Background: an optimization exercise with open tools, aiming at small area and few clock cycles per item. Do not read the settings as production practice. The RTL was checked by simulation tests, not by an equivalence proof against the original design.

## flow/design.v (module list and top-level ports; edited modules follow where they fit)
// module brtm_front: 27 lines
// module brtm_mul: 639 lines
// module brtm_qest: 458 lines
// module brtm_corr: 73 lines
// module brtm_add40: 150 lines
// module brtm_add38: 140 lines
// module brtm_msb20: 41 lines
// module brtm_add32c: 121 lines
// module brtm_inc32: 91 lines
// module brtm_fa: 10 lines
// module brtm_ha: 9 lines
// module brtm_decide: 20 lines
// module banded_temperature_motor_regulator_core: 175 lines
module banded_temperature_motor_regulator_core #(
  parameter int TEMP_WIDTH = 12,
  parameter int TIME_WIDTH = 32,
  localparam int IN_DW = ((TEMP_WIDTH + TIME_WIDTH + 7) / 8) * 8
) (
  input  logic                              clk,
  input  logic                              rst_n,
  input  logic                              in_tvalid,
  output logic                              in_tready,
  input  logic [IN_DW-1:0]                  in_tdata,
  output logic                              out_tvalid,
  input  logic                              out_tready,
  output logic [brtm_pkg::OUT_DW-1:0]       out_tdata,
  input  logic                              cfg_we,
  input  logic [brtm_pkg::CFG_IDX_W-1:0]    cfg_index,
  input  logic [brtm_pkg::CFG_DATA_W-1:0]   cfg_wdata
);
  // ...
==> flow/run.sh <==
#!/bin/bash
# synth_recipe.tcl (not shown) runs the flow's synth.tcl, then flattens the netlist and writes it again
# the make line also repeats each setting of config.mk as NAME=value (left out here)
make -C /OpenROAD-flow-scripts/flow DESIGN_CONFIG=/design/flow/config.mk WORK_HOME=/design/flow/orfs CLKGATE_MAP_FILE= SYNTH_SCRIPT=/design/flow/synth_recipe.tcl finish
==> flow/config.mk <==
export PLATFORM = sky130hd
export DESIGN_NAME = banded_temperature_motor_regulator_core
export DESIGN_NICKNAME = banded_temperature_motor_regulator_core
export VERILOG_FILES = /design/flow/design.v
export SDC_FILE = /design/flow/constraint.sdc
export NUM_CORES = 4
export LEC_CHECK = 0
export CAP_MARGIN = 20
export CORE_MARGIN = 2
export CORE_UTILIZATION = 40
export PLACE_DENSITY = 0.6
export SLEW_MARGIN = 20
export SYNTH_HIERARCHICAL = 1
export SYNTH_MINIMUM_KEEP_SIZE = 0
==> flow/constraint.sdc <==
create_clock -name core_clock -period 9.0 [get_ports {clk}]
set_input_delay 1.8000 -clock core_clock [delete_from_list [all_inputs] [get_ports {clk}]]
set_output_delay 1.8000 -clock core_clock [all_outputs]
set_load 0.01 [all_outputs]
==> PnR_summary.wiki, run 1 <==
{| class="wikitable"
! Metric !! Value
|-
| Detailed-route via count || 23,876
|-
| Delay of the slowest cell on the worst path || 0.53 ns
|-
| Crit end category || output port
|-
| Biggest register || total_r
|-
| Arrival time worst endpoint || 6.90 ns
|-
| Post-Route M1 WL || 38.5 mm
|-
| Final Hold Violating Endpoints || 0
|-
| Final Routed Wirelength || 84.2 mm
|-
| Clock tree skew after final layout || around 0.024 ns
|-
| CTS H-tree lvls || 2
|-
| Finished Core Util || 46.1%
|-
| Total die area || between 80,000 and 90,000 sq um
|-
| Mean post-synth cell area || approximately 10 sq um
|-
| Final setup violation count || 0
|-
| Met1 track demand over resource in global routing || 26.9%
|-
| Starting Density || approximately two fifths
|-
| Number of clock buffers in the layout || 50
|-
| X dimension of the die || 293 um
|-
| Maximum clock frequency || between 100 and 150 MHz
|-
| Count of antenna-violating nets left after detailed routing || 0
|-
| Most congested layer reported by global routing || met2
|-
| Pin count of the biggest net entering global routing || 98
|-
| Ratio of final minimum period to clock period || 96.7%
|-
| Non-clock buffer share || 6.27%
|-
| Number of flip-flops under the largest register name || 48
|-
| Tightest hold margin || roughly 0.43 ns
|-
| Worst min-delay path endpoint || r2_want[7]
|-
| Run status || finished clean
|-
| Core area || approximately 82,000 sq um
|-
| Total CTS buffers || 37
|-
| Tapcell count || 1,070
|}
Testbench counts, summed over its fixed seeds: cycles 16,096, items 16,000.
==> module brtm_front, before the edit <==
module brtm_front (
  input  wire signed [11:0] t,
  input  wire signed [11:0] prev,
  input  wire signed [11:0] setpoint,
  input  wire [7:0]         band,
  output logic [2:0]        code
);
  logic [12:0] dt, x;
  logic        side, a1, a2, a4, slope;
  logic [13:0] c1, c2, c4;
  always_comb begin
    dt   = 13'(t) - 13'(setpoint);
    side = dt[12];
    x    = side ? ~dt : dt;
    c1   = {1'b0, x} + {1'b0, ~{5'd0, band}} + 14'(side);
    c2   = {1'b0, x} + {1'b0, ~{4'd0, band, 1'b0}} + 14'(side);
    c4   = {1'b0, x} + {1'b0, ~{3'd0, band, 2'b0}} + 14'(side);
    a1   = c1[13];
    a2   = c2[13];
    a4   = c4[13];
    slope = side ? (t < prev) : (t > prev);
    code = 3'b000;
    if (a4)                code = {side, 2'd1};
    else if (a2 && slope)  code = {side, 2'd2};
    else if (a1 && slope)  code = {side, 2'd3};
  end
endmodule
==> module brtm_decide, before the edit <==
module brtm_decide(input wire [7:0] lim_one, lim_two, input wire [2:0] code, input wire [7:0] cur, output logic [7:0] want);
  logic [7:0]  hi, lo, d, h, off;
  logic [9:0]  raw;
  always_comb begin
    hi = (lim_one > lim_two) ? lim_one : lim_two;
    lo = (lim_one > lim_two) ? lim_two : lim_one;
    d  = (hi - lo) >> 1;
    h  = d >> 1;
    case (code[1:0])
      2'd2:    off = d;
      2'd3:    off = h;
      default: off = 8'd0;
    endcase
    raw = code[2] ? ({2'b00, cur} + {2'b00, off}) : ({2'b00, cur} - {2'b00, off});
    if (code[1:0] == 2'd1)  want = code[2] ? hi : lo;
    else if (!raw[9] && raw[8:0] > {1'b0, hi}) want = hi;
    else if (raw[9] || raw[8:0] < {1'b0, lo})  want = lo;
    else                                       want = raw[7:0];
  end
endmodule
==> module banded_temperature_motor_regulator_core, before the edit <==
module banded_temperature_motor_regulator_core #(
  parameter int TEMP_WIDTH = 12,
  parameter int TIME_WIDTH = 32,
  localparam int IN_DW = ((TEMP_WIDTH + TIME_WIDTH + 7) / 8) * 8
) (
  input  logic                              clk,
  input  logic                              rst_n,
  input  logic                              in_tvalid,
  output logic                              in_tready,
  input  logic [IN_DW-1:0]                  in_tdata,
  output logic                              out_tvalid,
  input  logic                              out_tready,
  output logic [brtm_pkg::OUT_DW-1:0]       out_tdata,
  input  logic                              cfg_we,
  input  logic [brtm_pkg::CFG_IDX_W-1:0]    cfg_index,
  input  logic [brtm_pkg::CFG_DATA_W-1:0]   cfg_wdata
);
  logic [7:0]         lim_one_r, lim_two_r, band_r;
  logic signed [11:0] setpoint_r;
  logic [15:0]        interval_r;
  always_ff @(posedge clk) begin
    if (!rst_n) begin
      lim_one_r  <= 8'd255;
      lim_two_r  <= 8'd0;
      setpoint_r <= '0;
      band_r     <= 8'd1;
      interval_r <= 16'd10000;
    end else if (cfg_we) begin
      case (cfg_index)
        3'd0: lim_one_r  <= cfg_wdata[7:0];
        3'd1: lim_two_r  <= cfg_wdata[7:0];
        3'd2: setpoint_r <= cfg_wdata[11:0];
        3'd3: band_r     <= cfg_wdata[7:0];
        3'd4: interval_r <= cfg_wdata[15:0];
        default: ;
      endcase
    end
  end
  logic [7:0]         cur_r;
  logic [31:0]        last_r;
  logic signed [11:0] prev_r;
  logic [47:0]        total_r;
  logic        r0_v, r1_v, r2_v;
  logic [2:0]  r0_code;
  logic [31:0] r0_time;
  logic [39:0] r1_p;
  logic [7:0]  r1_want;
  logic        r1_chg;
  logic [31:0] r2_q;
  logic [8:0]  r2_plo;
  logic        r2_sat;
  logic [7:0]  r2_app, r2_want;
  logic        r2_chg;
  logic ld0, ld1, ld2;
  assign ld2 = !r2_v || out_tready;
  assign ld1 = !r1_v || ld2;
  assign ld0 = !r0_v || ld1;
  assign in_tready = ld0;
  logic [2:0] code;
  brtm_front u_front (
    .t        (in_tdata[11:0]),
    .prev     (prev_r),
    .setpoint (setpoint_r),
    .band     (band_r),
    .code     (code)
  );
  always_ff @(posedge clk) begin
    if (!rst_n) begin
      prev_r <= '0;
      r0_v   <= 1'b0;
    end else if (ld0) begin
      r0_v <= in_tvalid;
      if (in_tvalid) prev_r <= in_tdata[11:0];
    end
  end
  always_ff @(posedge clk) begin
    if (ld0) begin
      r0_code <= code;
      r0_time <= in_tdata[43:12];
    end
  end
  logic [7:0]  want;
  logic [31:0] elapsed;
  logic        chg;
  logic [39:0] p;
  assign chg = (want != cur_r) && ((|elapsed[31:16]) || (elapsed[15:0] > interval_r));
  brtm_decide u_dec (.lim_one(lim_one_r), .lim_two(lim_two_r), .code(r0_code), .cur(cur_r), .want(want));
  logic [32:0] esum;
  brtm_add32c u_esub (
    .a  (r0_time),
    .b  (~last_r),
    .ci (1'b1),
    .s  (esum)
  );
  assign elapsed = esum[31:0];
  brtm_mul u_mul (
    .e (elapsed),
    .c (cur_r),
    .p (p)
  );
  always_ff @(posedge clk) begin
    if (!rst_n) begin
      cur_r  <= '0;
      last_r <= '0;
      r1_v   <= 1'b0;
    end else if (ld1) begin
      r1_v <= r0_v;
      if (r0_v && chg) begin
        cur_r  <= want;
        last_r <= r0_time;
      end
    end
  end
  always_ff @(posedge clk) begin
    if (ld1) begin
      r1_p    <= p;
      r1_want <= want;
      r1_chg  <= chg;
    end
  end
  localparam logic [39:0] PSAT = 40'h82301fff7e;
  logic [31:0] qe;
  logic        qneg, sat;
  brtm_qest u_qest (
    .p (r1_p),
    .q (qe)
  );
  assign qneg = &qe;
  assign sat  = r1_p >= PSAT;
  always_ff @(posedge clk) begin
    if (!rst_n) r2_v <= 1'b0;
    else if (ld2) r2_v <= r1_v;
  end
  always_ff @(posedge clk) begin
    if (ld2) begin
      r2_q    <= !r1_chg ? 32'd0 : sat ? 32'hffff_ffff : qneg ? 32'd0 : qe;
      r2_plo  <= r1_chg ? r1_p[8:0] : 9'd0;
      r2_sat  <= r1_chg && sat;
      r2_app  <= cur_r;
      r2_want <= r1_want;
      r2_chg  <= r1_chg;
    end
  end
  logic corr, cin;
  brtm_corr u_corr (
    .p    (r2_plo),
    .q    (r2_q[19:0]),
    .corr (corr)
  );
  assign cin = corr && !r2_sat;
  logic [31:0] step;
  logic [32:0] lsum;
  logic [15:0] hi_inc, hi_sum;
  logic [47:0] total_out;
  brtm_inc32 u_inc (
    .a  (r2_q),
    .ci (cin),
    .s  (step)
  );
  brtm_add32c u_tadd (
    .a  (total_r[31:0]),
    .b  (r2_q),
    .ci (cin),
    .s  (lsum)
  );
  assign hi_inc    = total_r[47:32] + 16'd1;
  assign hi_sum    = lsum[32] ? hi_inc : total_r[47:32];
  assign total_out = (lsum[32] && (&total_r[47:32])) ? 48'hffff_ffff_ffff : {hi_sum, lsum[31:0]};
  always_ff @(posedge clk) begin
    if (!rst_n) total_r <= '0;
    else if (r2_v && out_tready) total_r <= total_out;
  end
  assign out_tvalid = r2_v;
  assign out_tdata  = {7'd0, total_out, step, r2_chg, r2_want, r2_app};
endmodule
==> inputs of run 2 (changes only) <==
--- a/flow/design.v
+++ b/flow/design.v
@@ -17,31 +17,46 @@
 `default_nettype wire
 `default_nettype none
 module brtm_front (
-  input  wire signed [11:0] t,
-  input  wire signed [11:0] prev,
-  input  wire signed [11:0] setpoint,
-  input  wire [7:0]         band,
-  output logic [2:0]        code
+  input  wire [11:0] t,
+  input  wire [11:0] prev,
+  input  wire [11:0] setpoint,
+  input  wire [7:0]  band,
+  output wire [2:0]  code
 );
-  logic [12:0] dt, x;
-  logic        side, a1, a2, a4, slope;
-  logic [13:0] c1, c2, c4;
-  always_comb begin
-    dt   = 13'(t) - 13'(setpoint);
-    side = dt[12];
-    x    = side ? ~dt : dt;
-    c1   = {1'b0, x} + {1'b0, ~{5'd0, band}} + 14'(side);
-    c2   = {1'b0, x} + {1'b0, ~{4'd0, band, 1'b0}} + 14'(side);
-    c4   = {1'b0, x} + {1'b0, ~{3'd0, band, 2'b0}} + 14'(side);
-    a1   = c1[13];
-    a2   = c2[13];
-    a4   = c4[13];
-    slope = side ? (t < prev) : (t > prev);
-    code = 3'b000;
-    if (a4)                code = {side, 2'd1};
-    else if (a2 && slope)  code = {side, 2'd2};
-    else if (a1 && slope)  code = {side, 2'd3};
+  wire [13:0] dsum;
+  brtm_sub13 u_sub (
+    .a ({t[11], t}),
+    .b ({setpoint[11], setpoint}),
+    .s (dsum)
+  );
+  wire        side = dsum[12];
+  wire [11:0] x    = dsum[11:0] ^ {12{side}};
+  wire [8:0] c1, c2, c4;
+  assign c1[0] = side;
+  assign c2[0] = side | x[0];
+  assign c4[0] = side | x[0] | x[1];
+  genvar i;
+  for (i = 0; i < 8; i++) begin : g_cmp
+    brtm_majn u_m1 (.a(x[i]),   .bn(band[i]), .c(c1[i]), .y(c1[i+1]));
+    brtm_majn u_m2 (.a(x[i+1]), .bn(band[i]), .c(c2[i]), .y(c2[i+1]));
+    brtm_majn u_m4 (.a(x[i+2]), .bn(band[i]), .c(c4[i]), .y(c4[i+1]));
+  end
+  wire a1 = c1[8] | (|x[11:8]);
+  wire a2 = c2[8] | (|x[11:9]);
+  wire a4 = c4[8] | (|x[11:10]);
+  wire [11:0] tu = {~t[11], t[10:0]};
+  wire [11:0] pu = {~prev[11], prev[10:0]};
+  wire [12:0] cr, cf;
+  assign cr[0] = 1'b0;
+  assign cf[0] = 1'b0;
+  for (i = 0; i < 12; i++) begin : g_slope
+    brtm_majn u_r (.a(tu[i]), .bn(pu[i]), .c(cr[i]), .y(cr[i+1]));
+    brtm_majn u_f (.a(pu[i]), .bn(tu[i]), .c(cf[i]), .y(cf[i+1]));
   end
+  wire slope = side ? cf[12] : cr[12];
+  assign code = a4                ? {side, 2'd1} :
+                (a2 && slope)     ? {side, 2'd2} :
+                (a1 && slope)     ? {side, 2'd3} : 3'b000;
 endmodule
 `default_nettype wire
 `default_nettype none
@@ -1546,6 +1561,209 @@
   wire pp18 = pp14 & pp17;
   assign msb = p0[19] ^ gg18;
 endmodule
+module brtm_gt16 (input wire [15:0] a, input wire [15:0] b, output wire gt);
+  wire [15:0] p0 = a ^ ~b;
+  wire [15:0] g0 = a & ~b;
+  wire gg1 = g0[1] | (p0[1] & g0[0]);
+  wire pp1 = p0[1] & p0[0];
+  wire gg2 = g0[3] | (p0[3] & g0[2]);
+  wire pp2 = p0[3] & p0[2];
+  wire gg3 = g0[5] | (p0[5] & g0[4]);
+  wire pp3 = p0[5] & p0[4];
+  wire gg4 = g0[7] | (p0[7] & g0[6]);
+  wire pp4 = p0[7] & p0[6];
+  wire gg5 = g0[9] | (p0[9] & g0[8]);
+  wire pp5 = p0[9] & p0[8];
+  wire gg6 = g0[11] | (p0[11] & g0[10]);
+  wire pp6 = p0[11] & p0[10];
+  wire gg7 = g0[13] | (p0[13] & g0[12]);
+  wire pp7 = p0[13] & p0[12];
+  wire gg8 = g0[15] | (p0[15] & g0[14]);
+  wire pp8 = p0[15] & p0[14];
+  wire gg9 = gg2 | (pp2 & gg1);
+  wire pp9 = pp2 & pp1;
+  wire gg10 = gg4 | (pp4 & gg3);
+  wire pp10 = pp4 & pp3;
+  wire gg11 = gg6 | (pp6 & gg5);
+  wire pp11 = pp6 & pp5;
+  wire gg12 = gg8 | (pp8 & gg7);
+  wire pp12 = pp8 & pp7;
+  wire gg13 = gg10 | (pp10 & gg9);
+  wire pp13 = pp10 & pp9;
+  wire gg14 = gg12 | (pp12 & gg11);
+  wire pp14 = pp12 & pp11;
+  wire gg15 = gg14 | (pp14 & gg13);
+  wire pp15 = pp14 & pp13;
+  assign gt = gg15;
+endmodule
+module brtm_sub32 (input wire [31:0] a, input wire [31:0] b, output wire [32:0] s);
+  wire ci = 1'b1;
+  wire [31:0] p0 = a ^ ~b;
+  wire [31:0] g0 = a & ~b;
+  wire gi0 = g0[0] | (p0[0] & ci);
+  wire gg1 = g0[1] | (p0[1] & gi0);
+  wire gg2 = g0[3] | (p0[3] & g0[2]);
+  wire pp2 = p0[3] & p0[2];
+  wire gg3 = g0[5] | (p0[5] & g0[4]);
+  wire pp3 = p0[5] & p0[4];
+  wire gg4 = g0[7] | (p0[7] & g0[6]);
+  wire pp4 = p0[7] & p0[6];
+  wire gg5 = g0[9] | (p0[9] & g0[8]);
+  wire pp5 = p0[9] & p0[8];
+  wire gg6 = g0[11] | (p0[11] & g0[10]);
+  wire pp6 = p0[11] & p0[10];
+  wire gg7 = g0[13] | (p0[13] & g0[12]);
+  wire pp7 = p0[13] & p0[12];
+  wire gg8 = g0[15] | (p0[15] & g0[14]);
+  wire pp8 = p0[15] & p0[14];
+  wire gg9 = g0[17] | (p0[17] & g0[16]);
+  wire pp9 = p0[17] & p0[16];
+  wire gg10 = g0[19] | (p0[19] & g0[18]);
+  wire pp10 = p0[19] & p0[18];
+  wire gg11 = g0[21] | (p0[21] & g0[20]);
+  wire pp11 = p0[21] & p0[20];
+  wire gg12 = g0[23] | (p0[23] & g0[22]);
+  wire pp12 = p0[23] & p0[22];
+  wire gg13 = g0[25] | (p0[25] & g0[24]);
+  wire pp13 = p0[25] & p0[24];
+  wire gg14 = g0[27] | (p0[27] & g0[26]);
+  wire pp14 = p0[27] & p0[26];
+  wire gg15 = g0[29] | (p0[29] & g0[28]);
+  wire pp15 = p0[29] & p0[28];
+  wire gg16 = g0[31] | (p0[31] & g0[30]);
+  wire pp16 = p0[31] & p0[30];
+  wire gg17 = gg2 | (pp2 & gg1);
+  wire gg18 = gg4 | (pp4 & gg3);
+  wire pp18 = pp4 & pp3;
+  wire gg19 = gg6 | (pp6 & gg5);
+  wire pp19 = pp6 & pp5;
+  wire gg20 = gg8 | (pp8 & gg7);
+  wire pp20 = pp8 & pp7;
+  wire gg21 = gg10 | (pp10 & gg9);
+  wire pp21 = pp10 & pp9;
+  wire gg22 = gg12 | (pp12 & gg11);
+  wire pp22 = pp12 & pp11;
+  wire gg23 = gg14 | (pp14 & gg13);
+  wire pp23 = pp14 & pp13;
+  wire gg24 = gg16 | (pp16 & gg15);
+  wire pp24 = pp16 & pp15;
+  wire gg25 = gg18 | (pp18 & gg17);
+  wire gg26 = gg20 | (pp20 & gg19);
+  wire pp26 = pp20 & pp19;
+  wire gg27 = gg22 | (pp22 & gg21);
+  wire pp27 = pp22 & pp21;
+  wire gg28 = gg24 | (pp24 & gg23);
+  wire pp28 = pp24 & pp23;
+  wire gg29 = gg26 | (pp26 & gg25);
+  wire gg30 = gg28 | (pp28 & gg27);
+  wire pp30 = pp28 & pp27;
+  wire gg31 = gg30 | (pp30 & gg29);
+  wire gg32 = gg27 | (pp27 & gg29);
+  wire gg33 = gg19 | (pp19 & gg25);
+  wire gg34 = gg21 | (pp21 & gg29);
+  wire gg35 = gg23 | (pp23 & gg32);
+  wire gg36 = gg3 | (pp3 & gg17);
+  wire gg37 = gg5 | (pp5 & gg25);
+  wire gg38 = gg7 | (pp7 & gg33);
+  wire gg39 = gg9 | (pp9 & gg29);
+  wire gg40 = gg11 | (pp11 & gg34);
+  wire gg41 = gg13 | (pp13 & gg32);
+  wire gg42 = gg15 | (pp15 & gg35);
+  wire gg43 = g0[2] | (p0[2] & gg1);
+  wire gg44 = g0[4] | (p0[4] & gg17);
+  wire gg45 = g0[6] | (p0[6] & gg36);
+  wire gg46 = g0[8] | (p0[8] & gg25);
+  wire gg47 = g0[10] | (p0[10] & gg37);
+  wire gg48 = g0[12] | (p0[12] & gg33);
+  wire gg49 = g0[14] | (p0[14] & gg38);
+  wire gg50 = g0[16] | (p0[16] & gg29);
+  wire gg51 = g0[18] | (p0[18] & gg39);
+  wire gg52 = g0[20] | (p0[20] & gg34);
+  wire gg53 = g0[22] | (p0[22] & gg40);
+  wire gg54 = g0[24] | (p0[24] & gg32);
+  wire gg55 = g0[26] | (p0[26] & gg41);
+  wire gg56 = g0[28] | (p0[28] & gg35);
+  wire gg57 = g0[30] | (p0[30] & gg42);
+  assign s[0] = p0[0] ^ ci;
+  assign s[1] = p0[1] ^ gi0;
+  assign s[2] = p0[2] ^ gg1;
+  assign s[3] = p0[3] ^ gg43;
+  assign s[4] = p0[4] ^ gg17;
+  assign s[5] = p0[5] ^ gg44;
+  assign s[6] = p0[6] ^ gg36;
+  assign s[7] = p0[7] ^ gg45;
+  assign s[8] = p0[8] ^ gg25;
+  assign s[9] = p0[9] ^ gg46;
+  assign s[10] = p0[10] ^ gg37;
+  assign s[11] = p0[11] ^ gg47;
+  assign s[12] = p0[12] ^ gg33;
+  assign s[13] = p0[13] ^ gg48;
+  assign s[14] = p0[14] ^ gg38;
+  assign s[15] = p0[15] ^ gg49;
+  assign s[16] = p0[16] ^ gg29;
+  assign s[17] = p0[17] ^ gg50;
+  assign s[18] = p0[18] ^ gg39;
+  assign s[19] = p0[19] ^ gg51;
+  assign s[20] = p0[20] ^ gg34;
+  assign s[21] = p0[21] ^ gg52;
+  assign s[22] = p0[22] ^ gg40;
+  assign s[23] = p0[23] ^ gg53;
+  assign s[24] = p0[24] ^ gg32;
+  assign s[25] = p0[25] ^ gg54;
+  assign s[26] = p0[26] ^ gg41;
+  assign s[27] = p0[27] ^ gg55;
+  assign s[28] = p0[28] ^ gg35;
+  assign s[29] = p0[29] ^ gg56;
+  assign s[30] = p0[30] ^ gg42;
+  assign s[31] = p0[31] ^ gg57;
+  assign s[32] = gg31;
+endmodule
+module brtm_sub13 (input wire [12:0] a, input wire [12:0] b, output wire [13:0] s);
+  wire ci = 1'b1;
+  wire [12:0] p0 = a ^ ~b;
+  wire [12:0] g0 = a & ~b;
+  wire gi0 = g0[0] | (p0[0] & ci);
+  wire gg1 = g0[1] | (p0[1] & gi0);
+  wire gg2 = g0[3] | (p0[3] & g0[2]);
+  wire pp2 = p0[3] & p0[2];
+  wire gg3 = g0[5] | (p0[5] & g0[4]);
+  wire pp3 = p0[5] & p0[4];
+  wire gg4 = g0[7] | (p0[7] & g0[6]);
+  wire pp4 = p0[7] & p0[6];
+  wire gg5 = g0[9] | (p0[9] & g0[8]);
+  wire pp5 = p0[9] & p0[8];
+  wire gg6 = g0[11] | (p0[11] & g0[10]);
+  wire pp6 = p0[11] & p0[10];
+  wire gg7 = gg2 | (pp2 & gg1);
+  wire gg8 = gg4 | (pp4 & gg3);
+  wire pp8 = pp4 & pp3;
+  wire gg9 = gg6 | (pp6 & gg5);
+  wire pp9 = pp6 & pp5;
+  wire gg10 = gg8 | (pp8 & gg7);
+  wire gg11 = gg9 | (pp9 & gg10);
+  wire gg12 = gg3 | (pp3 & gg7);
+  wire gg13 = gg5 | (pp5 & gg10);
+  wire gg14 = g0[2] | (p0[2] & gg1);
+  wire gg15 = g0[4] | (p0[4] & gg7);
+  wire gg16 = g0[6] | (p0[6] & gg12);
+  wire gg17 = g0[8] | (p0[8] & gg10);
+  wire gg18 = g0[10] | (p0[10] & gg13);
+  wire gg19 = g0[12] | (p0[12] & gg11);
+  assign s[0] = p0[0] ^ ci;
+  assign s[1] = p0[1] ^ gi0;
+  assign s[2] = p0[2] ^ gg1;
+  assign s[3] = p0[3] ^ gg14;
+  assign s[4] = p0[4] ^ gg7;
+  assign s[5] = p0[5] ^ gg15;
+  assign s[6] = p0[6] ^ gg12;
+  assign s[7] = p0[7] ^ gg16;
+  assign s[8] = p0[8] ^ gg10;
+  assign s[9] = p0[9] ^ gg17;
+  assign s[10] = p0[10] ^ gg13;
+  assign s[11] = p0[11] ^ gg18;
+  assign s[12] = p0[12] ^ gg11;
+  assign s[13] = gg19;
+endmodule
 module brtm_add32c (input wire [31:0] a, input wire [31:0] b, input wire ci, output wire [32:0] s);
   wire [31:0] p0 = a ^ b;
   wire [31:0] g0 = a & b;
@@ -1768,6 +1986,22 @@
   assign s  = a ^ b ^ c;
   assign co = (a & b) | (a & c) | (b & c);
 endmodule
+module brtm_maj (
+  input  wire a,
+  input  wire b,
+  input  wire c,
+  output wire y
+);
+  assign y = (a & b) | (a & c) | (b & c);
+endmodule
+module brtm_majn (
+  input  wire a,
+  input  wire bn,
+  input  wire c,
+  output wire y
+);
+  assign y = (a & ~bn) | (a & c) | (~bn & c);
+endmodule
 module brtm_ha (
   input  wire a,
   input  wire b,
@@ -1778,26 +2012,45 @@
   assign co = a & b;
 endmodule
 `default_nettype wire
-module brtm_decide(input wire [7:0] lim_one, lim_two, input wire [2:0] code, input wire [7:0] cur, output logic [7:0] want);
-  logic [7:0]  hi, lo, d, h, off;
-  logic [9:0]  raw;
-  always_comb begin
-    hi = (lim_one > lim_two) ? lim_one : lim_two;
-    lo = (lim_one > lim_two) ? lim_two : lim_one;
-    d  = (hi - lo) >> 1;
-    h  = d >> 1;
-    case (code[1:0])
-      2'd2:    off = d;
-      2'd3:    off = h;
-      default: off = 8'd0;
-    endcase
-    raw = code[2] ? ({2'b00, cur} + {2'b00, off}) : ({2'b00, cur} - {2'b00, off});
-    if (code[1:0] == 2'd1)  want = code[2] ? hi : lo;
-    else if (!raw[9] && raw[8:0] > {1'b0, hi}) want = hi;
-    else if (raw[9] || raw[8:0] < {1'b0, lo})  want = lo;
-    else                                       want = raw[7:0];
+`default_nettype none
+module brtm_decide (
+  input  wire [7:0] hi,
+  input  wire [7:0] lo,
+  input  wire [6:0] d,
+  input  wire [2:0] code,
+  input  wire [7:0] cur,
+  output wire [7:0] want,
+  output wire       neq
+);
+  wire       s   = !code[2];           
+  wire [7:0] off = (code[1:0] == 2'd2) ? {1'b0, d} :
+                   (code[1:0] == 2'd3) ? {2'b0, d[6:1]} : 8'd0;
+  wire [7:0] b = off ^ {8{s}};
+  wire [8:0] c;
+  wire [7:0] raw;
+  assign c[0] = s;
+  genvar i;
+  for (i = 0; i < 8; i++) begin : g_raw
+    brtm_fa u_fa (.a(cur[i]), .b(b[i]), .c(c[i]), .s(raw[i]), .co(c[i+1]));
   end
+  wire raw8 = s ^ c[8];                
+  wire neg  = s & ~c[8];               
+  wire [8:0] gh, gl;
+  assign gh[0] = 1'b0;
+  assign gl[0] = 1'b0;
+  for (i = 0; i < 8; i++) begin : g_cmp
+    brtm_majn u_h (.a(raw[i]), .bn(hi[i]), .c(gh[i]), .y(gh[i+1]));
+    brtm_majn u_l (.a(lo[i]), .bn(raw[i]), .c(gl[i]), .y(gl[i+1]));
+  end
+  wire above = !neg && (raw8 || gh[8]);
+  wire below = neg || (!raw8 && gl[8]);
+  wire mx     = code[1:0] == 2'd1;
+  wire sel_hi = mx ? code[2] : above;
+  wire sel_lo = mx ? !code[2] : (!above && below);
+  assign want = sel_hi ? hi : sel_lo ? lo : raw;
+  assign neq  = sel_hi ? (hi != cur) : sel_lo ? (lo != cur) : (|off);
 endmodule
+`default_nettype wire
 `default_nettype none
 module banded_temperature_motor_regulator_core #(
   parameter int TEMP_WIDTH = 12,
@@ -1816,20 +2069,36 @@
   input  logic [brtm_pkg::CFG_IDX_W-1:0]    cfg_index,
   input  logic [brtm_pkg::CFG_DATA_W-1:0]   cfg_wdata
 );
-  logic [7:0]         lim_one_r, lim_two_r, band_r;
-  logic signed [11:0] setpoint_r;
-  logic [15:0]        interval_r;
+  logic [7:0]  hi_r, lo_r, band_r;
+  logic        one_hi_r;
+  logic [11:0] setpoint_r;
+  logic [15:0] interval_r;
+  logic        wr_two, ge;
+  logic [7:0]  wv, other;
+  logic [8:0]  gc;
+  assign wr_two = cfg_index[0];
+  assign wv     = cfg_wdata[7:0];
+  assign other  = (one_hi_r ^ wr_two) ? lo_r : hi_r;
+  assign gc[0] = 1'b0;
+  for (genvar i = 0; i < 8; i++) begin : g_ge
+    brtm_majn u_m (.a(other[i]), .bn(wv[i]), .c(gc[i]), .y(gc[i+1]));
+  end
+  assign ge = !gc[8];
   always_ff @(posedge clk) begin
     if (!rst_n) begin
-      lim_one_r  <= 8'd255;
-      lim_two_r  <= 8'd0;
+      hi_r       <= 8'd255;
+      lo_r       <= 8'd0;
+      one_hi_r   <= 1'b1;
       setpoint_r <= '0;
       band_r     <= 8'd1;
       interval_r <= 16'd10000;
     end else if (cfg_we) begin
       case (cfg_index)
-        3'd0: lim_one_r  <= cfg_wdata[7:0];
-        3'd1: lim_two_r  <= cfg_wdata[7:0];
+        3'd0, 3'd1: begin
+          hi_r     <= ge ? wv : other;
+          lo_r     <= ge ? other : wv;
+          one_hi_r <= ge ^ wr_two;
+        end
         3'd2: setpoint_r <= cfg_wdata[11:0];
         3'd3: band_r     <= cfg_wdata[7:0];
         3'd4: interval_r <= cfg_wdata[15:0];
@@ -1837,10 +2106,18 @@
       endcase
     end
   end
-  logic [7:0]         cur_r;
-  logic [31:0]        last_r;
-  logic signed [11:0] prev_r;
-  logic [47:0]        total_r;
+  logic [6:0] d_r;
+  logic [7:0] dd;
+  logic [8:0] dc;
+  assign dc[0] = 1'b1;
+  for (genvar i = 0; i < 8; i++) begin : g_d
+    brtm_fa u_fa (.a(hi_r[i]), .b(~lo_r[i]), .c(dc[i]), .s(dd[i]), .co(dc[i+1]));
+  end
+  always_ff @(posedge clk) d_r <= dd[7:1];
+  logic [7:0]  cur_r;
+  logic [31:0] last_r;
+  logic [11:0] prev_r;
+  logic [47:0] total_r;
   logic        r0_v, r1_v, r2_v;
   logic [2:0]  r0_code;
   logic [31:0] r0_time;
@@ -1881,19 +2158,31 @@
     end
   end
   logic [7:0]  want;
+  logic        neq, igt, chg;
+  logic [32:0] esum;
   logic [31:0] elapsed;
-  logic        chg;
   logic [39:0] p;
-  assign chg = (want != cur_r) && ((|elapsed[31:16]) || (elapsed[15:0] > interval_r));
-  brtm_decide u_dec (.lim_one(lim_one_r), .lim_two(lim_two_r), .code(r0_code), .cur(cur_r), .want(want));
-  logic [32:0] esum;
-  brtm_add32c u_esub (
-    .a  (r0_time),
-    .b  (~last_r),
-    .ci (1'b1),
-    .s  (esum)
+  brtm_decide u_dec (
+    .hi   (hi_r),
+    .lo   (lo_r),
+    .d    (d_r),
+    .code (r0_code),
+    .cur  (cur_r),
+    .want (want),
+    .neq  (neq)
+  );
+  brtm_sub32 u_esub (
+    .a (r0_time),
+    .b (last_r),
+    .s (esum)
   );
   assign elapsed = esum[31:0];
+  brtm_gt16 u_igt (
+    .a  (elapsed[15:0]),
+    .b  (interval_r),
+    .gt (igt)
+  );
+  assign chg = neq && ((|elapsed[31:16]) || igt);
   brtm_mul u_mul (
     .e (elapsed),
     .c (cur_r),
@@ -1942,17 +2231,17 @@
       r2_chg  <= r1_chg;
     end
   end
-  logic corr, cin;
+  logic        corr, cin;
+  logic [31:0] step;
+  logic [32:0] lsum;
+  logic [15:0] hi_inc, hi_sum;
+  logic [47:0] total_out;
   brtm_corr u_corr (
     .p    (r2_plo),
     .q    (r2_q[19:0]),
     .corr (corr)
   );
   assign cin = corr && !r2_sat;
-  logic [31:0] step;
-  logic [32:0] lsum;
-  logic [15:0] hi_inc, hi_sum;
-  logic [47:0] total_out;
   brtm_inc32 u_inc (
     .a  (r2_q),
     .ci (cin),
--- a/flow/config.mk
+++ b/flow/config.mk
@@ -8,6 +8,8 @@
 export CAP_MARGIN = 20
 export CORE_MARGIN = 2
 export CORE_UTILIZATION = 40
+export CTS_BUF_LIST = sky130_fd_sc_hd__clkbuf_8
+export CTS_CLUSTER_SIZE = 30
 export PLACE_DENSITY = 0.6
 export SLEW_MARGIN = 20
 export SYNTH_HIERARCHICAL = 1
==> run 2 against run 1 <==
Compared with the run above:
- global-route usage is 0.56 points lower
- clock skew rose by 0.024 ns
- sequential cell count increased by 8
- critical endpoint is now out_tdata[50]
- highest routed layer unchanged
==> PnR_summary.wiki, run 2 <==
{| class="wikitable"
! Metric !! Value
|-
| CTS Sinks || 306 (was 298)
|-
| Timing startpoint of the critical path || r2_q[6] (unchanged)
|-
| Number of global-route vias before repair || 23,809 (was 24,933)
|-
| CTS tree || yes (unchanged)
|-
| Crit end category || output port (unchanged)
|-
| Final setup violation count || 0 (unchanged)
|-
| Die H || 290 um (was 293 um)
|-
| Routability cong. || 0.897 (was 0.903)
|-
| Ratio of final minimum period to clock period || 95.7% (was 96.7%)
|-
| Startpoint of the lowest-slack register-to-register path || r0_time[0] (was lim_two_r[5])
|-
| Maximum buffer depth of the clock tree || 3 (unchanged)
|-
| Most congested layer reported by global routing || met2 (unchanged)
|-
| Hpwl dp || 62.8 mm (was 65.1 mm)
|-
| Most used cells in the layout excluding fill and tap cells || fa_1, inv_1, nand2_1, ha_1, and2_2 (unchanged)
|-
| Maxcap violations || 0 (unchanged)
|-
| Final worst slack || 0.390 ns (was 0.301 ns)
|-
| Total CTS buffers || 58 (was 37)
|-
| Number of flip-flops under the largest register name || 48 (unchanged)
|-
| Crit-path slowest cell || fa_1 (was clkdlybuf4s50_1)
|-
| WL/cell || 18.1 um (was 18.4 um)
|-
| Total die area || 84,300 sq um (was 85,700 sq um)
|-
| Syn Inst Count || 3,161 (was 3,298)
|-
| Number of I/O pins || 178 (unchanged)
|-
| Delay of the slowest cell on the worst path || 0.58 ns (was 0.53 ns)
|-
| Ratio of routed vias to standard cells || 5.08 (was 5.21)
|-
| Worst min path class || reg -> reg (unchanged)
|-
| Final Routed Wirelength || 81.1 mm (was 84.2 mm)
|-
| Fin nets || 4,133 (was 4,310)
|-
| Startpoint kind of the worst setup timing path || flop (unchanged)
|-
| Standard-cell row count || 105 (unchanged)
|-
| Worst path most repeated cell || fa_1 (unchanged)
|-
| Number of antenna violations at the first check in global routing || 1 (was 0)
|-
| Run status || finished clean (unchanged)
|-
| Final Hold Violating Endpoints || 0 (unchanged)
|-
| Met1 track demand over resource in global routing || 25.6% (was 26.9%)
|-
| Worst-case register-to-register setup slack || 1.08 ns (was 0.55 ns)
|-
| Clock-pin slew on the worst setup and hold paths || 0.06 ns (about the same)
|-
| Worst Max-Slew Pin Slew || 1.04 ns (was 0.970 ns)
|-
| Pin count of the biggest net entering global routing || 73 (was 98)
|-
| Clock latency reported for the late side of the worst-skew pair || 0.68 ns (was 0.57 ns)
|-
| Number of inserted filler cells in the final layout || 7,667 (was 7,840)
|-
| Setup TNS || 0 ns (unchanged)
|-
| Top flop regs || total_r: 48 flops, r1_p: 40 flops (unchanged)
|-
| X dimension of the die || 290 um (was 293 um)
|-
| Iter 0 DRT Violations || 1,064 (was 1,210)
|-
| Count of antenna-violating nets left after detailed routing || 0 (unchanged)
|-
| Arrival time worst endpoint || 6.81 ns (was 6.90 ns)
|-
| Placement-stage cell area || 35,800 sq um (was 36,300 sq um)
|-
| RR Endpoint || r1_p[36] (was last_r[14])
|-
| Synth-to-layout area growth || 14.4% (was 13.9%)
|-
| Detailed-route via count || 22,791 (was 23,876)
|-
| Met2 track utilization from global routing || 33.6% (about the same)
|-
| Area of the mapped netlist || 32,800 sq um (was 33,300 sq um)
|-
| Most common cell after layout, fill and taps aside || fa_1 (unchanged)
|-
| Endpoint of the worst setup timing path || out_tdata[50] (was out_tdata[91])
|-
| CTS H-tree lvls || 2 (unchanged)
|-
| Number of warnings issued by yosys || 7 (was 9)
|-
| Met3 usage in global routing || 2.51% (was 3.01%)
|-
| Fraction of final layout cells sized beyond drive strength 1 || 16.9% (was 13.5%)
|-
| Root cell of the clock tree || clkbuf_8 (was clkbuf_16)
|-
| Post-route DRC violation count || 0 (unchanged)
|-
| First-pass GRT wire length || 131 mm (was 137 mm)
|-
| Biggest register || total_r (unchanged)
|-
| Number of port buffers || 166 (unchanged)
|-
| Critical path fanouts, max || 9 (was 5)
|-
| Number of iterations in the first detailed-routing pass || 5 (unchanged)
|-
| Overflow left after global routing || 0 (unchanged)
|-
| Worst Path Class, Setup || reg -> out (unchanged)
|-
| Global routing usage summed across all routing layers || 19.4% (was 19.9%)
|-
| Core area || 81,600 sq um (was 82,200 sq um)
|-
| Final instance area || 37,500 sq um (was 38,000 sq um)
|-
| Maximum clock frequency || 116 MHz (was 115 MHz)
|-
| Starting Density || 40.2% (was 40.5%)
|-
| Required time of the critical path || 7.20 ns (about the same)
|-
| Clock tree skew after final layout || 0.0477 ns (was 0.0235 ns)
|-
| Setup WS pre-CTS || 0.287 ns (was 0.200 ns)
|-
| Depth of the worst register-to-register path || 25 (was 36)
|-
| Mean post-synth cell area || 10.4 sq um (was 10.1 sq um)
|-
| Max Transition Viols Final || 0 (unchanged)
|-
| Max-slew headroom at the worst pin || 30.9% (was 35.4%)
|-
| Time the final worst path needs with I/O delays and setup || 8.61 ns (was 8.70 ns)
|}
==> run 2: worst max-delay path, delay by kind of cell, from the launching register on <==
family | cells | cell delay, ns
fa+ha+maj | 6 | 2.29
simple gates | 7 | 1.55
buf+inv | 8 | 0.91
compound gates | 6 | 0.88
flops | 1 | 0.40
xor+xnor | 1 | 0.13
==> run 2: how the worst min path moves through the flow <==
stage / start / endpoint / slack [ns] / cells after the start
after detailed placement: r1_want[3] / r2_want[3] / 0.41 / 0
after global routing: r1_want[6] / r2_want[6] / 0.44 / 0
final: r1_want[6] / r2_want[6] / 0.42 / 0
after CTS: r1_want[2] / r2_want[2] / 0.42 / 0
after global placement: r1_want[3] / r2_want[3] / 0.40 / 0
after floorplan: r1_want[0] / r2_want[0] / 0.40 / 0
==> run 2: metrics by stage <==
stage	std cells	util (%)	hold WS (ns)
after floorplan	3178	-	0.400
after global placement	4363	43.9	0.402
after detailed placement	4363	43.9	0.406
after CTS	4475	45.5	0.420
after global routing	4486	46.0	0.438
final	4487	46.0	0.419
==> run 2: layout make-up <==
class,count,area (sq um),area share [%]
clock buffers,62,853,2.27
repair buffers,251,2480,6.60
clock inverters,48,409,1.09
inverters,377,1420,3.77
multi-input cells,2371,23500,62.5
diodes,2,5.00,0.0133
flip-flops and latches,306,7560,20.1
well taps,1070,1340,3.57
==> run 2: routing by layer <==
| metal | up-vias | routed length, um |
|---|---|---|
| met4 | 0 | 1740 |
| met3 | 126 | 3110 |
| li1 | 10853 | - |
| met2 | 445 | 39700 |
| met5 | - | 0 |
| met1 | 11367 | 36500 |
==> run 2: timing repair <==
item | 4_1_cts | 5_1_grt
hold buffers | 0 | 0
endpoints found under the setup margin | 48 | 48
setup buffers | 2 | 8
pin swaps | 5 | 17
gates resized for setup | 20 | 82
cloned | 0 | 2
Testbench counts of run 2, summed over its fixed seeds: cycles 16,096, items 16,000.
==> inputs of run 3 (changes only) <==
--- a/flow/config.mk
+++ b/flow/config.mk
@@ -8,8 +8,6 @@
 export CAP_MARGIN = 20
 export CORE_MARGIN = 2
 export CORE_UTILIZATION = 40
-export CTS_BUF_LIST = sky130_fd_sc_hd__clkbuf_8
-export CTS_CLUSTER_SIZE = 30
 export PLACE_DENSITY = 0.6
 export SLEW_MARGIN = 20
 export SYNTH_HIERARCHICAL = 1
==> run 3 against run 2 <==
Compared with the run above:
- fmax fell by 1.8%
- critical path type unchanged
- via count shrank 1.0%
- clock skew decreased by 0.018 ns
==> PnR_summary.wiki, run 3 <==
{| class="wikitable"
! Metric !! Value
|-
| Arrival time worst endpoint || 6.97 ns (was 6.81 ns)
|-
| Max Transition Viols Final || 0 (unchanged)
|-
| Maximum buffer depth of the clock tree || 3 (unchanged)
|-
| Worst min-delay path endpoint || r2_want[1] (was r2_want[6])
|-
| Worst-case register-to-register setup slack || 1.09 ns (was 1.08 ns)
|-
| Required time of the critical path || 7.20 ns (about the same)
|-
| Starting Density || 40.2% (unchanged)
|-
| Worst Path Class, Setup || reg -> out (unchanged)
|-
| Standard-cell row count || 105 (unchanged)
|-
| Cts-stage hold buffer count || 0 (unchanged)
|-
| Fraction of final layout cells sized beyond drive strength 1 || 15.8% (was 16.9%)
|-
| First-pass GRT wire length || 131 mm (about the same)
|-
| Worst Max-Slew Pin Slew || 1.05 ns (was 1.04 ns)
|-
| Biggest register || total_r (unchanged)
|-
| Core area || 81,600 sq um (unchanged)
|-
| Most used cells in the layout excluding fill and tap cells || fa_1, inv_1, nand2_1, ha_1, and2_2 (unchanged)
|-
| Number of flip-flops under the largest register name || 48 (unchanged)
|-
| Synth-to-layout area growth || 14.1% (was 14.4%)
|-
| Number of warnings issued by yosys || 7 (unchanged)
|-
| WL/cell || 18.1 um (about the same)
|-
| Hpwl dp || 62.8 mm (unchanged)
|-
| Post-route DRC violation count || 0 (unchanged)
|-
| Number of global-route vias before repair || 23,657 (was 23,809)
|-
| Clock-pin slew on the worst setup and hold paths || 0.06 ns (about the same)
|-
| Worst min path class || reg -> reg (unchanged)
|-
| Top flop regs || total_r: 48 flops, r1_p: 40 flops (unchanged)
|-
| Syn Inst Count || 3,161 (unchanged)
|-
| Count of antenna-violating nets left after detailed routing || 0 (unchanged)
|-
| Clock latency reported for the late side of the worst-skew pair || 0.57 ns (was 0.68 ns)
|-
| Number of antenna violations at the first check in global routing || 0 (was 1)
|-
| Detailed-route via count || 22,561 (was 22,791)
|-
| Iter 0 DRT Violations || 1,002 (was 1,064)
|-
| Setup TNS || 0 ns (unchanged)
|-
| Startpoint kind of the worst setup timing path || flop (unchanged)
|-
| Ratio of routed vias to standard cells || 5.08 (about the same)
|-
| Pin count of the biggest net entering global routing || 73 (unchanged)
|-
| RR Endpoint || r1_p[36] (unchanged)
|-
| Worst hold path cell count || 0 (unchanged)
|-
| Placement-stage cell area || 35,800 sq um (unchanged)
|-
| Setup WS pre-CTS || 0.287 ns (unchanged)
|-
| Finished Core Util || 45.9% (was 46.0%)
|-
| Clock tree skew after final layout || 0.0299 ns (was 0.0477 ns)
|-
| Final Routed Wirelength || 80.4 mm (was 81.1 mm)
|-
| Run status || finished clean (unchanged)
|-
| Number of iterations in the first detailed-routing pass || 5 (unchanged)
|-
| Most common cell after layout, fill and taps aside || fa_1 (unchanged)
|-
| Maxcap violations || 0 (unchanged)
|-
| Total die area || 84,300 sq um (unchanged)
|-
| CTS Sinks || 306 (unchanged)
|-
| Depth of the worst register-to-register path || 25 (unchanged)
|-
| Mean post-synth cell area || 10.4 sq um (unchanged)
|-
| Launch point of the worst hold path || r1_want[1] (was r1_want[6])
|-
| X dimension of the die || 290 um (unchanged)
|-
| Ratio of final minimum period to clock period || 97.4% (was 95.7%)
|-
| Total CTS buffers || 40 (was 58)
|-
| Global routing usage summed across all routing layers || 19.3% (was 19.4%)
|-
| Root cell of the clock tree || clkbuf_16 (was clkbuf_8)
|-
| Number of I/O pins || 178 (unchanged)
|-
| Crit end category || output port (unchanged)
|-
| Area of the mapped netlist || 32,800 sq um (unchanged)
|-
| RSZ-0062 raised after global routing || true
|-
| Number of inserted filler cells in the final layout || 7,658 (was 7,667)
|-
| Time the final worst path needs with I/O delays and setup || 8.77 ns (was 8.61 ns)
|-
| CTS H-tree lvls || 2 (unchanged)
|-
| Critical path fanouts, max || 9 (unchanged)
|-
| Overflow left after global routing || 0 (unchanged)
|-
| Final worst slack || 0.231 ns (was 0.390 ns)
|-
| Routability cong. || 0.897 (unchanged)
|-
| Fin nets || 4,107 (was 4,133)
|-
| Die H || 290 um (unchanged)
|-
| Startpoint of the lowest-slack register-to-register path || r0_time[0] (unchanged)
|-
| Number of port buffers || 166 (unchanged)
|-
| CTS tree || yes (unchanged)
|-
| Maximum clock frequency || 114 MHz (was 116 MHz)
|-
| Max-slew headroom at the worst pin || 30.0% (was 30.9%)
|-
| Final instance area || 37,400 sq um (was 37,500 sq um)
|-
| Final setup violation count || 0 (unchanged)
|-
| Final Hold Violating Endpoints || 0 (unchanged)
|}
[run 3: area by class of cell]
cell class / instances / area (sq um) / share of cell area (%)
antenna: 1 / 2.50 / 0.00669
sequential: 306 / 7560 / 20.2
tap: 1070 / 1340 / 3.58
clock buffer: 54 / 1130 / 3.01
clock inverter: 20 / 223 / 0.595
multi-input combinational: 2371 / 23400 / 62.5
timing repair buffer: 243 / 2380 / 6.36
inverter: 377 / 1420 / 3.78
[run 3: what timing repair did]
action,4_1_cts,5_1_grt
gates cloned,0,1
buffers inserted,0,3
resized for setup,12,59
endpoints found under the setup margin,47,48
pin swaps,4,11
[run 3: stage by stage]
stage	hold slack (ns)	std cells
after floorplan	0.400	3178
after global placement	0.402	4363
after detailed placement	0.406	4363
after CTS	0.419	4437
after global routing	0.436	4441
final	0.418	4442
[run 3: how the worst max path moves through the flow]
stage | depth (start not counted) | to | start
3_5_place_dp | 26 | out_tdata[95] | r2_q[11]
2_1_floorplan | 29 | out_tdata[83] | r2_q[6]
5_1_grt | 25 | out_tdata[80] | r2_plo[2]
3_3_place_gp | 27 | out_tdata[95] | r2_q[6]
4_1_cts | 26 | out_tdata[94] | r2_plo[2]
6_report | 27 | out_tdata[96] | r2_plo[2]
[run 3: per-layer routing]
| metal | GRT usage, % | up-vias | share of wire [%] |
|---|---|---|---|
| met2 | 33.7 | 461 | 49 |
| met1 | 25.6 | 11201 | 45 |
| li1 | - | 10783 | - |
| met4 | 4.33 | 0 | 2.0 |
| met3 | 2.39 | 116 | 3.8 |
| met5 | 0 | - | 0 |
[run 3: critical path: stages, from the launching register on]
cell             delay (ns)
edfxtp_1               0.41
fa_1                   0.57
fa_1                   0.45
fa_1                   0.49
ha_1                   0.33
a21oi_1                0.14
o21ai_1                0.09
nor4_2                 0.27
a31oi_1                0.13
xnor2_1                0.13
inv_1                  0.06
nor2b_4                0.15
inv_1                  0.07
fa_1                   0.36
inv_1                  0.10
fa_2                   0.24
a211oi_2               0.08
o211ai_1               0.34
and3_4                 0.29
o211ai_1               0.11
nand2_2                0.11
buf_4                  0.17
nand4_1                0.10
buf_4                  0.19
nor4_2                 0.35
xnor2_1                0.11
nand2_1                0.07
clkdlybuf4s50_1        0.53
==> inputs of run 4 (changes only) <==
--- a/flow/design.v
+++ b/flow/design.v
@@ -30,36 +30,76 @@
     .s (dsum)
   );
   wire        side = dsum[12];
-  wire [11:0] x    = dsum[11:0] ^ {12{side}};
-  wire [8:0] c1, c2, c4;
-  assign c1[0] = side;
-  assign c2[0] = side | x[0];
-  assign c4[0] = side | x[0] | x[1];
+  wire [11:0] nx   = dsum[11:0] ^ {12{!side}};
+  wire [8:0] n1, n2, n4;
+  assign n1[0] = !side;
+  assign n2[0] = !side & nx[0];
+  assign n4[0] = !side & nx[0] & nx[1];
   genvar i;
   for (i = 0; i < 8; i++) begin : g_cmp
-    brtm_majn u_m1 (.a(x[i]),   .bn(band[i]), .c(c1[i]), .y(c1[i+1]));
-    brtm_majn u_m2 (.a(x[i+1]), .bn(band[i]), .c(c2[i]), .y(c2[i+1]));
-    brtm_majn u_m4 (.a(x[i+2]), .bn(band[i]), .c(c4[i]), .y(c4[i+1]));
+    brtm_maj u_m1 (.a(nx[i]),   .b(band[i]), .c(n1[i]), .y(n1[i+1]));
+    brtm_maj u_m2 (.a(nx[i+1]), .b(band[i]), .c(n2[i]), .y(n2[i+1]));
+    brtm_maj u_m4 (.a(nx[i+2]), .b(band[i]), .c(n4[i]), .y(n4[i+1]));
   end
-  wire a1 = c1[8] | (|x[11:8]);
-  wire a2 = c2[8] | (|x[11:9]);
-  wire a4 = c4[8] | (|x[11:10]);
-  wire [11:0] tu = {~t[11], t[10:0]};
-  wire [11:0] pu = {~prev[11], prev[10:0]};
+  wire a1 = !(n1[8] & (&nx[11:8]));
+  wire a2 = !(n2[8] & (&nx[11:9]));
+  wire a4 = !(n4[8] & (&nx[11:10]));
+  wire [11:0] ntu = {t[11], ~t[10:0]};
+  wire [11:0] pu  = {~prev[11], prev[10:0]};
   wire [12:0] cr, cf;
-  assign cr[0] = 1'b0;
+  assign cr[0] = 1'b1;
   assign cf[0] = 1'b0;
   for (i = 0; i < 12; i++) begin : g_slope
-    brtm_majn u_r (.a(tu[i]), .bn(pu[i]), .c(cr[i]), .y(cr[i+1]));
-    brtm_majn u_f (.a(pu[i]), .bn(tu[i]), .c(cf[i]), .y(cf[i+1]));
+    brtm_maj u_r (.a(pu[i]), .b(ntu[i]), .c(cr[i]), .y(cr[i+1]));
+    brtm_maj u_f (.a(pu[i]), .b(ntu[i]), .c(cf[i]), .y(cf[i+1]));
   end
-  wire slope = side ? cf[12] : cr[12];
+  wire slope = side ? cf[12] : !cr[12];
   assign code = a4                ? {side, 2'd1} :
                 (a2 && slope)     ? {side, 2'd2} :
                 (a1 && slope)     ? {side, 2'd3} : 3'b000;
 endmodule
 `default_nettype wire
 `default_nettype none
+module brtm_sel (
+  input  wire [39:0] p,
+  input  wire        chg,
+  input  wire [31:0] qe,
+  output wire [31:0] q,
+  output wire [8:0]  plo
+);
+  localparam logic [39:0] PSAT = 40'h82301fff7e;
+  wire [40:0] ge;
+  assign ge[0] = 1'b1;
+  for (genvar i = 0; i < 40; i++) begin : g_ge
+    if (PSAT[i]) begin : g1
+      assign ge[i+1] = p[i] & ge[i];
+    end else begin : g0
+      assign ge[i+1] = p[i] | ge[i];
+    end
+  end
+  wire sat    = chg & ge[40];
+  wire keep   = chg & ~ge[40] & (|p[39:7]);
+  assign q   = ({32{keep}} & qe) | {32{sat}};
+  assign plo = ({9{chg}} & p[8:0]) | {9{sat}};
+endmodule
+module brtm_hi (
+  input  wire [15:0] hi,
+  input  wire        c,
+  input  wire [31:0] lo,
+  output wire [47:0] total
+);
+  wire [16:0] k;
+  wire [15:0] inc;
+  assign k[0] = 1'b1;
+  for (genvar i = 0; i < 16; i++) begin : g_inc
+    brtm_ha u_ha (.a(hi[i]), .b(k[i]), .s(inc[i]), .co(k[i+1]));
+  end
+  wire [15:0] inc_sat = inc | {16{k[16]}};
+  wire        ovf     = c & k[16];
+  assign total = {c ? inc_sat : hi, lo | {32{ovf}}};
+endmodule
+`default_nettype wire
+`default_nettype none
 module brtm_mul (
   input  wire [31:0] e,
   input  wire [7:0]  c,
@@ -2035,14 +2075,15 @@
   end
   wire raw8 = s ^ c[8];                
   wire neg  = s & ~c[8];               
-  wire [8:0] gh, gl;
-  assign gh[0] = 1'b0;
+  wire [7:0] nraw = ~raw;
+  wire [8:0] nh, gl;
+  assign nh[0] = 1'b1;
   assign gl[0] = 1'b0;
   for (i = 0; i < 8; i++) begin : g_cmp
-    brtm_majn u_h (.a(raw[i]), .bn(hi[i]), .c(gh[i]), .y(gh[i+1]));
-    brtm_majn u_l (.a(lo[i]), .bn(raw[i]), .c(gl[i]), .y(gl[i+1]));
+    brtm_maj u_h (.a(nraw[i]), .b(hi[i]), .c(nh[i]), .y(nh[i+1]));
+    brtm_maj u_l (.a(lo[i]), .b(nraw[i]), .c(gl[i]), .y(gl[i+1]));
   end
-  wire above = !neg && (raw8 || gh[8]);
+  wire above = !neg && (raw8 || !nh[8]);
   wire below = neg || (!raw8 && gl[8]);
   wire mx     = code[1:0] == 2'd1;
   wire sel_hi = mx ? code[2] : above;
@@ -2079,11 +2120,11 @@
   assign wr_two = cfg_index[0];
   assign wv     = cfg_wdata[7:0];
   assign other  = (one_hi_r ^ wr_two) ? lo_r : hi_r;
-  assign gc[0] = 1'b0;
+  assign gc[0] = 1'b1;
   for (genvar i = 0; i < 8; i++) begin : g_ge
-    brtm_majn u_m (.a(other[i]), .bn(wv[i]), .c(gc[i]), .y(gc[i+1]));
+    brtm_maj u_m (.a(wv[i]), .b(~other[i]), .c(gc[i]), .y(gc[i+1]));
   end
-  assign ge = !gc[8];
+  assign ge = gc[8];
   always_ff @(posedge clk) begin
     if (!rst_n) begin
       hi_r       <= 8'd255;
@@ -2126,7 +2167,6 @@
   logic        r1_chg;
   logic [31:0] r2_q;
   logic [8:0]  r2_plo;
-  logic        r2_sat;
   logic [7:0]  r2_app, r2_want;
   logic        r2_chg;
   logic ld0, ld1, ld2;
@@ -2208,24 +2248,28 @@
       r1_chg  <= chg;
     end
   end
-  localparam logic [39:0] PSAT = 40'h82301fff7e;
   logic [31:0] qe;
-  logic        qneg, sat;
   brtm_qest u_qest (
     .p (r1_p),
     .q (qe)
   );
-  assign qneg = &qe;
-  assign sat  = r1_p >= PSAT;
+  logic [31:0] q_nx;
+  logic [8:0]  plo_nx;
+  brtm_sel u_sel (
+    .p   (r1_p),
+    .chg (r1_chg),
+    .qe  (qe),
+    .q   (q_nx),
+    .plo (plo_nx)
+  );
   always_ff @(posedge clk) begin
     if (!rst_n) r2_v <= 1'b0;
     else if (ld2) r2_v <= r1_v;
   end
   always_ff @(posedge clk) begin
     if (ld2) begin
-      r2_q    <= !r1_chg ? 32'd0 : sat ? 32'hffff_ffff : qneg ? 32'd0 : qe;
-      r2_plo  <= r1_chg ? r1_p[8:0] : 9'd0;
-      r2_sat  <= r1_chg && sat;
+      r2_q    <= q_nx;
+      r2_plo  <= plo_nx;
       r2_app  <= cur_r;
       r2_want <= r1_want;
       r2_chg  <= r1_chg;
@@ -2234,14 +2278,13 @@
   logic        corr, cin;
   logic [31:0] step;
   logic [32:0] lsum;
-  logic [15:0] hi_inc, hi_sum;
   logic [47:0] total_out;
   brtm_corr u_corr (
     .p    (r2_plo),
     .q    (r2_q[19:0]),
     .corr (corr)
   );
-  assign cin = corr && !r2_sat;
+  assign cin = corr;
   brtm_inc32 u_inc (
     .a  (r2_q),
     .ci (cin),
@@ -2253,9 +2296,12 @@
     .ci (cin),
     .s  (lsum)
   );
-  assign hi_inc    = total_r[47:32] + 16'd1;
-  assign hi_sum    = lsum[32] ? hi_inc : total_r[47:32];
-  assign total_out = (lsum[32] && (&total_r[47:32])) ? 48'hffff_ffff_ffff : {hi_sum, lsum[31:0]};
+  brtm_hi u_hi (
+    .hi    (total_r[47:32]),
+    .c     (lsum[32]),
+    .lo    (lsum[31:0]),
+    .total (total_out)
+  );
   always_ff @(posedge clk) begin
     if (!rst_n) total_r <= '0;
     else if (r2_v && out_tready) total_r <= total_out;
--- a/flow/config.mk
+++ b/flow/config.mk
@@ -8,6 +8,8 @@
 export CAP_MARGIN = 20
 export CORE_MARGIN = 2
 export CORE_UTILIZATION = 40
+export CTS_CLUSTER_DIAMETER = 120
+export CTS_CLUSTER_SIZE = 25
 export PLACE_DENSITY = 0.6
 export SLEW_MARGIN = 20
 export SYNTH_HIERARCHICAL = 1
==> run 4 against run 3 <==
Compared with the run above:
- setup slack gained 0.24 ns
- clock skew increased by 0.0027 ns
- count of clock-buffer cells in the layout down 29
- highest routed layer unchanged
- critical path depth decreased by 2
- die area decreased by 0.53%
- synthesized cell count is 2.7% lower
- sequential cell count down 1
==> PnR_summary.wiki, run 4 <==
{| class="wikitable"
! Metric !! Value
|-
| Run status || finished clean (unchanged)
|-
| Maxcap violations || 0 (unchanged)
|-
| Delay of the slowest cell on the worst path || 0.54 ns (was 0.57 ns)
|-
| Hpwl dp || 59.3 mm (was 62.8 mm)
|-
| CTS tree || yes (unchanged)
|-
| Startpoint kind of the worst setup timing path || flop (unchanged)
|-
| Pin count of the biggest net entering global routing || 125 (was 73)
|-
| CTS Sinks || 305 (was 306)
|-
| Detailed-route via count || 21,425 (was 22,561)
|-
| Fin nets || 3,985 (was 4,107)
|-
| RR Endpoint || r1_p[36] (unchanged)
|-
| Crit. path cell count || 25 (was 27)
|-
| WL/cell || 17.6 um (was 18.1 um)
|-
| Final instance area || 35,900 sq um (was 37,400 sq um)
|-
| Worst path most repeated cell || fa_1 (unchanged)
|-
| Area of the mapped netlist || 32,600 sq um (was 32,800 sq um)
|-
| Max-slew headroom at the worst pin || 30.4% (was 30.0%)
|-
| Depth of the worst register-to-register path || 24 (was 25)
|-
| Crit end category || output port (unchanged)
|-
| Setup WS pre-CTS || 0.733 ns (was 0.287 ns)
|-
| Number of iterations in the first detailed-routing pass || 5 (unchanged)
|-
| Die H || 290 um (about the same)
|-
| Starting Density || 40.4% (was 40.2%)
|-
| Clock-pin slew on the worst setup and hold paths || 0.11 ns (was 0.06 ns)
|-
| Number of inserted filler cells in the final layout || 7,727 (was 7,658)
|-
| Antenna cells || 0 (was 1)
|-
| Placement-stage cell area || 35,300 sq um (was 35,800 sq um)
|-
| Global routing usage summed across all routing layers || 18.3% (was 19.3%)
|-
| Arrival time worst endpoint || 6.73 ns (was 6.97 ns)
|-
| RSZ-0062 raised after global routing || false (was true)
|-
| Clock tree skew after final layout || 0.0326 ns (was 0.0299 ns)
|-
| Clock latency reported for the late side of the worst-skew pair || 0.57 ns (about the same)
|-
| Final Routed Wirelength || 75.0 mm (was 80.4 mm)
|-
| Iter 0 DRT Violations || 890 (was 1,002)
|-
| Worst Max-Slew Pin Slew || 1.04 ns (was 1.05 ns)
|-
| Most common cell after layout, fill and taps aside || fa_1 (unchanged)
|-
| Critical path fanouts, max || 6 (was 9)
|-
| Number of flip-flops under the largest register name || 48 (unchanged)
|-
| Worst hold path cell count || 0 (unchanged)
|-
| Final worst slack || 0.473 ns (was 0.231 ns)
|-
| Timing startpoint of the critical path || r2_q[13] (was r2_plo[2])
|-
| Synth-to-layout area growth || 10.2% (was 14.1%)
|-
| Syn Inst Count || 3,075 (was 3,161)
|-
| Most used cells in the layout excluding fill and tap cells || fa_1, inv_1, nand2_1, ha_1, and2_2 (unchanged)
|-
| Endpoint of the worst setup timing path || out_tdata[74] (was out_tdata[96])
|-
| Time the final worst path needs with I/O delays and setup || 8.53 ns (was 8.77 ns)
|-
| Crit-path slowest cell || clkdlybuf4s50_1 (was fa_1)
|-
| Top flop regs || total_r: 48 flops, r1_p: 40 flops (unchanged)
|-
| First-pass GRT wire length || 122 mm (was 131 mm)
|-
| Ratio of final minimum period to clock period || 94.7% (was 97.4%)
|-
| Standard-cell row count || 104 (was 105)
|-
| CTS H-tree lvls || 1 (was 2)
|-
| Routability cong. || 0.898 (was 0.897)
|-
| Core area || 80,700 sq um (was 81,600 sq um)
|-
| Number of global-route vias before repair || 22,289 (was 23,657)
|-
| Cts-stage hold buffer count || 0 (unchanged)
|-
| Root cell of the clock tree || clkbuf_16 (unchanged)
|-
| Worst Path Class, Setup || reg -> out (unchanged)
|-
| Maximum buffer depth of the clock tree || 3 (unchanged)
|-
| Ratio of routed vias to standard cells || 5.02 (was 5.08)
|-
| Total CTS buffers || 17 (was 40)
|-
| Number of buffers and inverters on the critical path || 6 (unchanged)
|-
| Setup TNS || 0 ns (unchanged)
|-
| Startpoint of the lowest-slack register-to-register path || r0_time[0] (unchanged)
|-
| Count of antenna-violating nets left after detailed routing || 0 (unchanged)
|-
| Number of antenna violations at the first check in global routing || 0 (unchanged)
|-
| Top delay family on crit path || adder cells (unchanged)
|-
| Final setup violation count || 0 (unchanged)
|-
| Overflow left after global routing || 0 (unchanged)
|-
| Post-route DRC violation count || 0 (unchanged)
|-
| Biggest register || total_r (unchanged)
|-
| Final Hold Violating Endpoints || 0 (unchanged)
|-
| Number of warnings issued by yosys || 7 (unchanged)
|-
| Worst min path class || reg -> reg (unchanged)
|-
| Number of port buffers || 166 (unchanged)
|-
| Max Transition Viols Final || 0 (unchanged)
|-
| Worst-case register-to-register setup slack || 1.05 ns (was 1.09 ns)
|-
| Number of I/O pins || 178 (unchanged)
|-
| Fraction of final layout cells sized beyond drive strength 1 || 13.5% (was 15.8%)
|-
| Total die area || 83,900 sq um (was 84,300 sq um)
|-
| Mean post-synth cell area || 10.6 sq um (was 10.4 sq um)
|-
| Maximum clock frequency || 117 MHz (was 114 MHz)
|-
| X dimension of the die || 290 um (about the same)
|-
| Required time of the critical path || 7.20 ns (about the same)
|}
-- run 4: layout make-up --
| class | instances | area, sq um | share of cell area (%) |
|---|---|---|---|
| Clock buffer | 25 | 508 | 1.41 |
| Clock inverter | 4 | 47.5 | 0.132 |
| Inverter | 364 | 1370 | 3.80 |
| Multi-Input combinational cell | 2311 | 23200 | 64.5 |
| Sequential cell | 305 | 7530 | 20.9 |
| Tap cell | 1060 | 1330 | 3.69 |
| Timing Repair Buffer | 203 | 1970 | 5.49 |
-- run 4: what timing repair did --
action	in CTS	in global routing
setup buffers	0	3
endpoints found under the setup margin	0	42
gates resized for setup	0	21
-- run 4: how the worst min path moves through the flow --
| stage | slack (ns) | to | start |
|---|---|---|---|
| 3_5_place_dp | 0.41 | r2_want[4] | r1_want[4] |
| 3_3_place_gp | 0.40 | r2_want[1] | r1_want[1] |
| 2_1_floorplan | 0.40 | r2_want[0] | r1_want[0] |
| 6_report | 0.42 | r2_want[3] | r1_want[3] |
| 5_1_grt | 0.43 | r2_want[1] | r1_want[1] |
| 4_1_cts | 0.41 | r2_want[1] | r1_want[1] |
-- run 4: metal layers --
layer	up-vias	wire length, um	track usage, %
met5	-	0	0
met4	0	1720	4.06
met3	72	2120	1.31
met2	350	36000	31.2
met1	10660	35100	25.5
li1	10343	-	-
-- run 4: stage by stage --
| stage | instances | util, % | hold WS, ns |
|---|---|---|---|
| 3_3_place_gp | 4240 | 43.8 | 0.405 |
| 6_report | 4272 | 44.6 | 0.416 |
| 3_5_place_dp | 4240 | 43.8 | 0.406 |
| 4_1_cts | 4269 | 44.5 | 0.413 |
| 5_1_grt | 4272 | 44.6 | 0.429 |
| 2_1_floorplan | 3090 | - | 0.400 |
Testbench counts of run 4, summed over its fixed seeds: cycles 16,096, items 16,000.

==> re-timing with driven ports <==
In the flow no input, the clock included, has a driving cell. The finished layouts below were timed again as built, in two steps.
Step 1 (the two cells are an assumption about what drives the block):
set clk [get_ports {clk}]
set_driving_cell -lib_cell sky130_fd_sc_hd__clkbuf_16 $clk
set_driving_cell -lib_cell sky130_fd_sc_hd__buf_2 [delete_from_list [all_inputs] $clk]
Step 2, shift: input delay + t, output delay - t, t = (earliest + latest rising clock arrival at the registers) / 2. This alone moves slack from input paths to output paths.
a / b / c = ideal ports / drivers / drivers and shift; a / b = the first two.
| run | t (ns) | slack for setup (ns) | worst slew at a driven data input, ns |
|---|---|---|---|
| run 1 | 0.629 | 0.301 / 0.229 / 0.550 | 0.04 |
| run 2 | 0.718 | 0.390 / 0.331 / 0.532 | 0.06 |
| run 3 | 0.621 | 0.231 / 0.166 / 0.548 | 0.06 |
| run 4 | 0.614 | 0.473 / 0.410 / 1.024 | 0.05 |
After both steps every run listed still meets setup and hold.
